What follows belongs to an exercise in optimizing a design on an open flow for small area, a short achievable clock period and few clock cycles per item; a production flow would make more cautious choices. In this exercise RTL edits were held to simulation tests only and were not proved equivalent to the original. Power figures rest on the tool's default switching activity, not on a simulated workload.

## c_like_lexical_tokenizer
module c_like_lexical_tokenizer (
    input  wire logic               clk,
    input  wire logic               rst_n,
    input  wire logic               src_valid,
    output logic                    src_ready,
    input  wire ctok_pkg::ctok_in_t src_item,
    output logic                    tok_valid,
    input  wire logic               tok_ready,
    output ctok_pkg::ctok_out_t     tok_item
);
For scale: roughly 170 flip-flops, ~64 I/O pins, roughly 9800 um2 of cells after synthesis.
clock: 11.0 ns
lec_check: 0
cap_margin: 20
core_margin: 2
core_utilization: 40
slew_margin: 20
run.sh (not shown) runs the stock make flow with config.mk's settings and CLKGATE_MAP_FILE= SYNTH_SCRIPT=/design/flow/synth_recipe.tcl, a recipe that flattens the netlist after the stock synthesis.
Testbench counts at the start, summed over its fixed seeds: cycles 34,932, items 34,820.
Edit:
==> flow/flow/run.sh (new file) <==
#!/bin/bash
# Standard layout, with timing repair aiming at 7.5 ns of setup slack
# (the clock period and constraints are unchanged). Each tool's output is
# in standard.log and in the ORFS logs under orfs/logs.
set -euo pipefail
bash standard.sh SETUP_SLACK_MARGIN=7.5 TNS_END_PERCENT=0 finish > standard.log 2>&1
==> flow/standard.sh (new file) <==
#!/bin/bash
# synth_recipe.tcl (not shown) runs the flow's synth.tcl, then flattens the netlist and writes it again
# the make line also repeats each setting of config.mk as NAME=value (left out here)
make -C /OpenROAD-flow-scripts/flow DESIGN_CONFIG=/design/flow/config.mk WORK_HOME=/design/flow/orfs CLKGATE_MAP_FILE= SYNTH_SCRIPT=/design/flow/synth_recipe.tcl "${@:-finish}"
removed: flow/run.sh
The new run went through all stages and came out clean; via count is higher by a few percent; non-clock buffer count is higher by 37; wire length is higher by a few percent; total power is higher by a little under a tenth; combinational power is higher by a quarter to a third; design area is higher by a few percent.

* * *

== build 32 ==
c_like_lexical_tokenizer, a different RTL version from the one above (not shown whole).
Size: about 64 I/O pins, ~9700 µm² of cells after synthesis.
==> flow/design.v (excerpt) <==
module c_like_lexical_tokenizer (
    input  wire logic               clk,
    input  wire logic               rst_n,
    input  wire logic               src_valid,
    output logic                    src_ready,
    input  wire ctok_pkg::ctok_in_t src_item,
    output logic                    tok_valid,
    input  wire logic               tok_ready,
    output ctok_pkg::ctok_out_t     tok_item
);
clock: 11.0 ns
lec_check: 0
cap_margin: 20
core_margin: 2
core_utilization: 40
slew_margin: 20
standard.sh (not shown) runs the stock make flow with config.mk's settings and CLKGATE_MAP_FILE= SYNTH_SCRIPT=/design/flow/synth_recipe.tcl, a recipe that flattens the netlist after the stock synthesis.
==> flow/flow/run.sh <==
#!/bin/bash
# Standard layout (standard synthesis, floorplan, placement, CTS, routing),
# with two changes to how it is made: timing repair aims at 7.8 ns of setup
# slack on the worst endpoints, and the port buffers are buf_4 cells. The
# clock period and constraints are unchanged. Each tool's output is in
# standard.log and in the ORFS logs under orfs/logs.
set -euo pipefail
bash standard.sh SETUP_SLACK_MARGIN=7.8 TNS_END_PERCENT=0 "BUFFER_PORTS_ARGS=-buffer_cell sky130_fd_sc_hd__buf_4" finish > standard.log 2>&1
Both conditions hold for build 32: the flow ran to the end and the final layout passed the timing, design-rule and antenna checks.
Testbench counts of build 32, summed over its fixed seeds: cycles 34,932, items 34,820.
Setup changes, build 32 to build 6
==> flow/flow/run.sh <==
#!/bin/bash
# Standard layout (standard synthesis, floorplan, placement, CTS, routing),
# with changes to how it is made: timing repair aims at 8.5 ns of setup
# slack on the worst endpoints, the port buffers are buf_2 cells, and the
# clock tree uses these settings: CTS_BUF_LIST=sky130_fd_sc_hd__clkbuf_8 CTS_CLUSTER_SIZE=30 CTS_CLUSTER_DIAMETER=60
# The clock period and constraints are unchanged. Each tool's output is
# in standard.log and in the ORFS logs under orfs/logs.
set -euo pipefail
bash standard.sh SETUP_SLACK_MARGIN=8.5 TNS_END_PERCENT=0 "BUFFER_PORTS_ARGS=-buffer_cell sky130_fd_sc_hd__buf_2" CTS_BUF_LIST=sky130_fd_sc_hd__clkbuf_8 CTS_CLUSTER_SIZE=30 CTS_CLUSTER_DIAMETER=60 finish > standard.log 2>&1
## What came out
Build 6 vs build 32: area share of buffers outside the clock network down in build 6. Build 6 vs. build 32: final clock skew saw an increase, final cell count without fillers saw an increase, final hold slack saw an increase, number of rows created at floorplan saw little to no change, transition time at the pin with the least slew margin saw a decrease. Compared to build 32, build 6 has count of buffers added by post-CTS timing repair for setup 5 higher. Build 32 → build 6: multi-input gate count flat, total power moved down, utilization shrank by 0.56 points.
## Diff of input files: build 49 against build 6
==> flow/flow/run.sh <==
#!/bin/bash
# Standard layout (standard synthesis, floorplan, placement, CTS, routing),
# with changes to how it is made: timing repair aims at 7.8 ns of setup
# slack on the worst endpoints, the port buffers are buf_2 cells, and the
# clock tree uses these settings: CTS_BUF_LIST=sky130_fd_sc_hd__clkbuf_8 CTS_CLUSTER_SIZE=30 CTS_CLUSTER_DIAMETER=60
# Core utilisation 55%. The clock period and constraints are unchanged. Each tool's output is
# in standard.log and in the ORFS logs under orfs/logs.
set -euo pipefail
bash standard.sh SETUP_SLACK_MARGIN=7.8 TNS_END_PERCENT=0 "BUFFER_PORTS_ARGS=-buffer_cell sky130_fd_sc_hd__buf_2" CTS_BUF_LIST=sky130_fd_sc_hd__clkbuf_8 CTS_CLUSTER_SIZE=30 CTS_CLUSTER_DIAMETER=60 CORE_UTILIZATION=55 finish > standard.log 2>&1
--- outcome ---
- Diff build 6 -> build 49: wire length went down about 6%; fraction of area in multi-input gates went up 0.77 points; chip width went down about 14%.
- Final area (build 49 over build 6): decrease, about 2.3%
- Hold slack, build 49 and build 6, higher one = build 6.
- Comparing build 49 and build 6, the lower power was measured on build 49.
- Build 49 vs build 6: routability-driven placement congestion ratio up slightly
- Diff build 6 -> build 49: global-route wire length before repair fell by 3600 µm; final-layout non-clock buffer area share fell by 0.63 points.
What build 12 does differently from build 49 at the input level:
==> flow/flow/run.sh <==
#!/bin/bash
# Standard layout (standard synthesis, floorplan, placement, CTS, routing),
# with changes to how it is made: timing repair aims at 7.8 ns of setup
# slack on the worst endpoints, the port buffers are buf_2 cells, and the
# clock tree uses these settings: CTS_BUF_LIST=sky130_fd_sc_hd__clkbuf_8 CTS_CLUSTER_SIZE=30 CTS_CLUSTER_DIAMETER=60
# Core utilisation 70%. The clock period and constraints are unchanged. Each tool's output is
# in standard.log and in the ORFS logs under orfs/logs.
set -euo pipefail
bash standard.sh SETUP_SLACK_MARGIN=7.8 TNS_END_PERCENT=0 "BUFFER_PORTS_ARGS=-buffer_cell sky130_fd_sc_hd__buf_2" CTS_BUF_LIST=sky130_fd_sc_hd__clkbuf_8 CTS_CLUSTER_SIZE=30 CTS_CLUSTER_DIAMETER=60 CORE_UTILIZATION=70 finish > standard.log 2>&1
Notes after the runs:
Looking at number of standard cells in the layout, taps in and fillers out, build 12 sits 48 lower than build 49 does.
Against build 49, build 12 comes in 1 lower on critical path depth.
Build 12 reports its origin of the worst setup path as u_scan.mode_reg[4] while build 49 reports tok_ready.
Sort build 49 and build 12 by arrival time of data at the critical path endpoint desc -> top: build 49
Status | build 49 and build 12 | clean
Re final-layout clock buffer total: build 49 and build 12 aren't equal, and the lower value belongs to build 12.

* * *

cedar:
c_like_lexical_tokenizer again, from the RTL that the note above started with.
==> flow/config.mk <==
export PLATFORM = sky130hd
export DESIGN_NAME = c_like_lexical_tokenizer
export DESIGN_NICKNAME = c_like_lexical_tokenizer
export VERILOG_FILES = /design/flow/design.v
export SDC_FILE = /design/flow/constraint.sdc
export NUM_CORES = 4
export LEC_CHECK = 0
export CAP_MARGIN = 20
export CORE_MARGIN = 2
export CORE_UTILIZATION = 40
export SLEW_MARGIN = 20
==> flow/constraint.sdc <==
create_clock -name core_clock -period 11.0 [get_ports {clk}]
set_input_delay 2.2000 -clock core_clock [delete_from_list [all_inputs] [get_ports {clk}]]
set_output_delay 2.2000 -clock core_clock [all_outputs]
set_load 0.01 [all_outputs]
==> flow/flow/run.sh <==
#!/bin/bash
# Standard layout (standard synthesis, floorplan, placement, CTS, routing),
# with changes to how it is made: timing repair aims at 7.8 ns of setup
# slack on the worst endpoints, the port buffers are buf_2 cells, and the
# clock tree uses these settings: CTS_BUF_LIST=sky130_fd_sc_hd__clkbuf_8 CTS_CLUSTER_SIZE=30 CTS_CLUSTER_DIAMETER=60
# Core utilisation 62%. The clock period and constraints are unchanged. Each tool's output is
# in standard.log and in the ORFS logs under orfs/logs.
set -euo pipefail
bash standard.sh SETUP_SLACK_MARGIN=7.8 TNS_END_PERCENT=0 "BUFFER_PORTS_ARGS=-buffer_cell sky130_fd_sc_hd__buf_2" CTS_BUF_LIST=sky130_fd_sc_hd__clkbuf_8 CTS_CLUSTER_SIZE=30 CTS_CLUSTER_DIAMETER=60 CORE_UTILIZATION=62 finish > standard.log 2>&1
cedar | status: complete | timing, DRC, antenna: pass
Testbench counts of cedar, summed over its fixed seeds: cycles 34,932, items 34,820.
Here is what was changed in the inputs of maple compared with cedar.
==> flow/flow/run.sh <==
#!/bin/bash
# Standard layout (standard synthesis, floorplan, placement, CTS, routing),
# with changes to how it is made: timing repair aims at 7.8 ns of setup
# slack on the worst endpoints, the port buffers are buf_2 cells, and the
# clock tree uses these settings: "CTS_BUF_LIST=sky130_fd_sc_hd__clkbuf_4 sky130_fd_sc_hd__clkbuf_8" CTS_CLUSTER_SIZE=16
# The clock period and constraints are unchanged. Each tool's output is
# in standard.log and in the ORFS logs under orfs/logs.
set -euo pipefail
bash standard.sh SETUP_SLACK_MARGIN=7.8 TNS_END_PERCENT=0 "BUFFER_PORTS_ARGS=-buffer_cell sky130_fd_sc_hd__buf_2" "CTS_BUF_LIST=sky130_fd_sc_hd__clkbuf_4 sky130_fd_sc_hd__clkbuf_8" CTS_CLUSTER_SIZE=16 finish > standard.log 2>&1
--- outcome ---
maple finished every step from synthesis to the final layout, and the layout passed the timing, design-rule and antenna checks.
maple ended up with a lower utilization after layout than cedar did.
Compared with cedar, maple is hungrier on power.
Looking at cedar and maple, the clock network latency to the later pin of the worst-skew pair is a wash.
There was hardly any difference in number of clock buffers in the layout between maple and cedar.
maple against cedar: highest attainable clock frequency went up by about 0.56%; final design area excluding fillers went up by 380 sq um.

* * *

== job 1410 ==
Starting RTL as in the previous note.
## c_like_lexical_tokenizer
module c_like_lexical_tokenizer (
    input  wire logic               clk,
    input  wire logic               rst_n,
    input  wire logic               src_valid,
    output logic                    src_ready,
    input  wire ctok_pkg::ctok_in_t src_item,
    output logic                    tok_valid,
    input  wire logic               tok_ready,
    output ctok_pkg::ctok_out_t     tok_item
);
==> flow/config.mk <==
export PLATFORM = sky130hd
export DESIGN_NAME = c_like_lexical_tokenizer
export DESIGN_NICKNAME = c_like_lexical_tokenizer
export VERILOG_FILES = /design/flow/design.v
export SDC_FILE = /design/flow/constraint.sdc
export NUM_CORES = 4
export LEC_CHECK = 0
export CAP_MARGIN = 20
export CORE_MARGIN = 2
export CORE_UTILIZATION = 40
export SLEW_MARGIN = 20
==> flow/constraint.sdc <==
create_clock -name core_clock -period 11.0 [get_ports {clk}]
set_input_delay 2.2000 -clock core_clock [delete_from_list [all_inputs] [get_ports {clk}]]
set_output_delay 2.2000 -clock core_clock [all_outputs]
set_load 0.01 [all_outputs]
==> flow/flow/run.sh <==
#!/bin/bash
# Standard layout (standard synthesis, floorplan, placement, CTS, routing),
# with changes to how it is made: timing repair aims at 7.8 ns of setup
# slack on all endpoints, the port buffers are buf_2 cells, and the
# clock tree uses these settings: CTS_BUF_LIST=sky130_fd_sc_hd__clkbuf_8 CTS_CLUSTER_SIZE=30 CTS_CLUSTER_DIAMETER=60
# Core utilisation 55%. The clock period and constraints are unchanged. Each tool's output is
# in standard.log and in the ORFS logs under orfs/logs.
set -euo pipefail
bash standard.sh SETUP_SLACK_MARGIN=7.8 TNS_END_PERCENT=100 "BUFFER_PORTS_ARGS=-buffer_cell sky130_fd_sc_hd__buf_2" CTS_BUF_LIST=sky130_fd_sc_hd__clkbuf_8 CTS_CLUSTER_SIZE=30 CTS_CLUSTER_DIAMETER=60 CORE_UTILIZATION=55 finish > standard.log 2>&1
Job 1410: done, clean on timing, DRC and antenna
Testbench counts of job 1410, summed over its fixed seeds: cycles 34,932, items 34,820.
Changes in job 7749 relative to job 1410:
==> flow/flow/run.sh <==
#!/bin/bash
# Standard layout (standard synthesis, floorplan, placement, CTS, routing),
# with changes to how it is made: timing repair aims at 7.8 ns of setup
# slack on the worst endpoints, the port buffers are buf_2 cells, and the
# clock tree uses these settings: CTS_BUF_LIST=sky130_fd_sc_hd__clkbuf_8 CTS_CLUSTER_SIZE=30 CTS_CLUSTER_DIAMETER=60
# The clock period and constraints are unchanged. Each tool's output is
# in standard.log and in the ORFS logs under orfs/logs.
set -euo pipefail
bash standard.sh SETUP_SLACK_MARGIN=7.8 TNS_END_PERCENT=0 "BUFFER_PORTS_ARGS=-buffer_cell sky130_fd_sc_hd__buf_2" CTS_BUF_LIST=sky130_fd_sc_hd__clkbuf_8 CTS_CLUSTER_SIZE=30 CTS_CLUSTER_DIAMETER=60 finish > standard.log 2>&1
Results
Fraction of power consumed by combinational cells ended up 2.2 points lower on job 7749 than on job 1410.
Looking at register-to-register slack across job 1410 and job 7749, the one that comes out lower is job 7749.
The delay of the slowest cell on the worst path number comes out higher for job 1410 vs job 7749.
Non-clock buffer contribution to total cell area in job 7749 vs job 1410: down 1.3 points
From job 1410 to job 7749 the numbers moved as follows: filler-free cell count of the finished design went up by 82, via count went down by 0.92%, count of non-CTS buffers in the layout went down by 14.
#### Input delta (job 3981 over job 7749)
==> flow/flow/run.sh <==
#!/bin/bash
# Standard layout (standard synthesis, floorplan, placement, CTS, routing),
# with two changes to how it is made: timing repair aims at 7.8 ns of setup
# slack on the worst endpoints, and the port buffers are buf_2 cells. The
# clock period and constraints are unchanged. Each tool's output is in
# standard.log and in the ORFS logs under orfs/logs.
set -euo pipefail
bash standard.sh SETUP_SLACK_MARGIN=7.8 TNS_END_PERCENT=0 "BUFFER_PORTS_ARGS=-buffer_cell sky130_fd_sc_hd__buf_2" finish > standard.log 2>&1
The run showing the greater switching part of the total is job 7749.
STATUS maximum frequency: job 3981 loses against job 7749
Compared job 3981 vs job 7749, and required time reported for the critical path endpoint is down in job 3981.
Job 7749 and job 3981 ended up with roughly the same hold slack.

[what the ideal ports hide]
No port has a modelled driver above. Below, the same layouts with a new extraction and two added sets of constraints. Step 1 (the two cells are an assumption about what drives the block):
set clk [get_ports {clk}]
set_driving_cell -lib_cell sky130_fd_sc_hd__clkbuf_16 $clk
set_driving_cell -lib_cell sky130_fd_sc_hd__buf_2 [delete_from_list [all_inputs] $clk]
Step 2 adds t to the input delays and takes it off the output delays; t is the mean of the earliest and latest rising clock arrival at the registers after step 1. Input paths then give back, and output paths get back, about the clock's delay inside the block. Three values: ideal ports, drivers, drivers and shift; two values: the first two.
run	shift t [ns]	setup slack, ns	worst setup path after step 2	worst data-port slew with drivers (ns)
the first run of note 1	0.475	6.446 / 6.470 / 5.995	input to register	0.03
the second run of note 1	0.476	7.434 / 7.388 / 7.111	input to register	0.03
build 32	0.475	7.472 / 7.481 / 7.016	input to register	0.03
build 6	0.510	7.635 / 7.639 / 7.129	input to register	0.04
build 49	0.496	7.658 / 7.657 / 7.161	input to register	0.04
build 12	0.508	7.523 / 7.523 / 7.034	input to register	0.04
cedar	0.500	7.616 / 7.615 / 7.115	input to register	0.04
maple	0.510	7.635 / 7.639 / 7.129	input to register	0.04
job 1410	0.507	7.589 / 7.594 / 7.087	input to register	0.04
job 7749	0.510	7.635 / 7.639 / 7.129	input to register	0.04
job 3981	0.481	7.515 / 7.473 / 7.044	input to register	0.04
After both steps every run listed still meets setup and hold.
